This is an optimization exercise on Yosys and OpenROAD, whose aim is small area, a short achievable clock period and few clock cycles per item, not a production implementation. RTL that was checked went through simulation tests only; none was proved equivalent to the original. Power figures rest on the tool's default switching activity, not on a simulated workload.

## fpu_pipe_unit
module fpu_pipe_unit #(
    parameter int EXP_W = 8,
    parameter int MAN_W = 23,
    parameter int TAG_W = 4
) (
    input  logic                 clk,
    input  logic                 rst_n,
    input  logic                 in_valid,
    output logic                 in_ready,
    input  logic [1:0]           in_op,
    input  logic [EXP_W+MAN_W:0] in_a,
    input  logic [EXP_W+MAN_W:0] in_b,
    input  logic [TAG_W-1:0]     in_tag,
    output logic                 out_valid,
    input  logic                 out_ready,
    output logic [EXP_W+MAN_W:0] out_y,
    output logic [TAG_W-1:0]     out_tag,
    output logic [3:0]           out_flags,
    output logic [3:0]           sticky,
    input  logic                 sticky_clr
);
Size: roughly 120 I/O pins.
==> flow/config.mk <==
export PLATFORM = sky130hd
export DESIGN_NAME = fpu_pipe_unit
export DESIGN_NICKNAME = fpu_pipe_unit
export VERILOG_FILES = /design/flow/design.v
export SDC_FILE = /design/flow/constraint.sdc
export NUM_CORES = 4
export LEC_CHECK = 0
export ABC_AREA = 1
export CAP_MARGIN = 20
export CORE_MARGIN = 2
export CORE_UTILIZATION = 40
export GPL_ROUTABILITY_DRIVEN = 0
export SETUP_SLACK_MARGIN = 5
export SLEW_MARGIN = 20
==> flow/constraint.sdc <==
create_clock -name core_clock -period 14.0 [get_ports {clk}]
set_input_delay 2.8000 -clock core_clock [delete_from_list [all_inputs] [get_ports {clk}]]
set_output_delay 2.8000 -clock core_clock [all_outputs]
set_load 0.01 [all_outputs]
standard.sh (not shown) runs the stock make flow with config.mk's settings and CLKGATE_MAP_FILE= SYNTH_SCRIPT=/design/flow/synth_recipe.tcl, a recipe that flattens the netlist after the stock synthesis.
==> flow/flow/run.sh <==
#!/bin/bash
# Own layout flow:
#  1. the standard synthesis, unchanged (standard.sh, up to 1_2_yosys.v);
#  2. flow/fa_polarity.py removes inverters around full-adder cells of that
#     netlist (a full adder is self-dual); registers and ports are untouched;
#  3. the rest of the standard ORFS flow on that netlist, with plain
#     buf_2 cells as the port buffers.
# Each step's full output goes to a log file of its own in this folder.
set -euo pipefail
here=$(pwd)
res="$here/orfs/results/$FLOW_PLATFORM/fpu_pipe_unit/base"
bash standard.sh "$res/1_2_yosys.v" > "$here/flow_synth.log" 2>&1
cp "$res/1_2_yosys.v" "$here/1_2_yosys_standard.v"
python3 "$here/flow/fa_polarity.py" "$here/1_2_yosys_standard.v" "$res/1_2_yosys.v" > "$here/flow_polarity.log" 2>&1
touch "$res/1_2_yosys.v"
bash standard.sh \
    "BUFFER_PORTS_ARGS=-buffer_cell sky130_fd_sc_hd__buf_2" \
    finish > "$here/flow_layout.log" 2>&1
Other scripts of this flow, unchanged in this note and not shown: flow/flow/fa_polarity.py
Next try:
--- a/flow/design.v
+++ b/flow/design.v
@@ -75,47 +75,38 @@
                 sp_nan = 1'b1;
                 sp_nv  = 1'b1;
             end else if (ia) begin
                 sp_inf = 1'b1;
                 sp_sgn = sa;
             end else if (ib) begin
                 sp_inf = 1'b1;
                 sp_sgn = sbe;
             end
         end
     end
-    logic [4:0] tz_x, tz_y;
-    logic       p_st;
-    always_comb begin
-        tz_x = 5'(MAN_W);
-        tz_y = 5'(MAN_W);
-        for (int i = MAN_W - 1; i >= 0; i--) begin
-            if (ma[i]) tz_x = 5'(i);
-            if (mb[i]) tz_y = 5'(i);
-        end
-    end
     logic             a_ge;
     logic [MAN_W:0]   siga, sigb, sig_big, sig_sml;
     logic [EXP_W-1:0] e_big, e_diff;
-    logic [SW-1:0]    ext_big, ext_sml, sml_al;
+    logic [SW-1:0]    ext_big, ext_sml, lost_mask, sml_al;
     logic             sml_lost, a_sub;
     assign siga    = za ? '0 : {1'b1, ma};
     assign sigb    = zb ? '0 : {1'b1, mb};
     assign a_ge    = (in_a[FW-2:0] >= in_b[FW-2:0]);
     assign e_big   = a_ge ? ea : eb;
     assign e_diff  = a_ge ? (ea - eb) : (eb - ea);
     assign sig_big = a_ge ? siga : sigb;
     assign sig_sml = a_ge ? sigb : siga;
     assign ext_big = {sig_big, 3'b000};
     assign ext_sml = {sig_sml, 3'b000};
-    assign sml_lost  = (a_ge ? !zb : !za) && (e_diff > 8'(3 + (a_ge ? tz_y : tz_x)));
+    assign lost_mask = ~({SW{1'b1}} << e_diff);
+    assign sml_lost  = |(ext_sml & lost_mask);
     assign sml_al    = (ext_sml >> e_diff) | {{(SW-1){1'b0}}, sml_lost};
     assign a_sub     = sa ^ sbe;
     localparam int LO = PW - SW - 1;       
     logic [LO:0]          p_lo;
     logic signed [EW-1:0] m_exp;
     logic [MAN_W:0]   bx;
     logic [MAN_W+2:0] by;
     assign bx = {1'b1, ma};
     assign by = {2'b00, 1'b1, mb};
     logic [11:0] bd_one;
     logic [11:0] bd_two;
@@ -1743,22 +1734,32 @@
     assign mt_a[43] = fc582;
     assign mt_b[43] = fs583;
     assign mt_a[44] = fc584;
     assign mt_b[44] = fs585;
     assign mt_a[45] = fc586;
     assign mt_b[45] = fs587;
     assign mt_a[46] = fc588;
     assign mt_b[46] = fs589;
     assign mt_a[47] = fc590;
     assign mt_b[47] = fs591;
     assign p_lo = {1'b0, mt_a[LO-1:0]} + {1'b0, mt_b[LO-1:0]};
+    logic [4:0] tz_x, tz_y;
+    logic       p_st;
+    always_comb begin
+        tz_x = 5'(MAN_W);
+        tz_y = 5'(MAN_W);
+        for (int i = MAN_W - 1; i >= 0; i--) begin
+            if (ma[i]) tz_x = 5'(i);
+            if (mb[i]) tz_y = 5'(i);
+        end
+    end
     assign p_st = ({1'b0, tz_x} + {1'b0, tz_y}) < 6'(LO);
     assign m_exp = $signed({2'b00, ea}) + $signed({2'b00, eb}) - BIAS;
     logic                 r_spec, r_nan, r_nv, r_inf, r_sgn;
     logic [TAG_W-1:0]     r_tag;
     logic [EW-1:0]        r_exp;
     logic [SW:0]          r_xa, r_xb;
     logic                 r_cin, r_st;
     always_ff @(posedge clk) begin
         if (!stall) begin
             r_tag  <= in_tag;
             r_spec <= sp_nan | sp_inf | sp_zero;
After rerunning: The new run finished clean; combinational power drops by about 1%; clock power is about the same; synthesized area climbs by about 0.7%; count of clock-buffer cells in the layout does not change; final cell count climbs by about 0.32%; setup slack gets better by 0.14 ns; die area climbs by about 0.7%; wire length climbs by 1.3%; design area barely changes.
Testbench counts after the change, summed over its fixed seeds: cycles 4,008, items 4,000.
Only the layout flow was run in the first run of this note; the RTL was not checked for function there.

## port drivers added, routing unchanged
In the flow no input, the clock included, has a driving cell. The finished layouts below were timed again as built, in two steps.
Step 1 (the two cells are an assumption about what drives the block):
set clk [get_ports {clk}]
set_driving_cell -lib_cell sky130_fd_sc_hd__clkbuf_16 $clk
set_driving_cell -lib_cell sky130_fd_sc_hd__buf_2 [delete_from_list [all_inputs] $clk]
Step 2, shift: input delay + t, output delay - t, t = (earliest + latest rising clock arrival at the registers) / 2. This alone moves slack from input paths to output paths.
Slacks: ideal / step 1 / step 2; pairs: ideal / step 1.
| run | t, ns | setup slack, ns | latest minus earliest clock arrival (ns) |
|---|---|---|---|
| the first run | 0.393 | 5.280 / 5.235 / 5.047 | 0.010 / 0.009 |
| the second run | 0.406 | 5.423 / 5.380 / 5.076 | 0.017 / 0.017 |
After both steps every run listed still meets setup and hold. The setup slack of the second run, which loses most, moves by -0.043 ns with the drivers and by -0.347 ns with both steps.
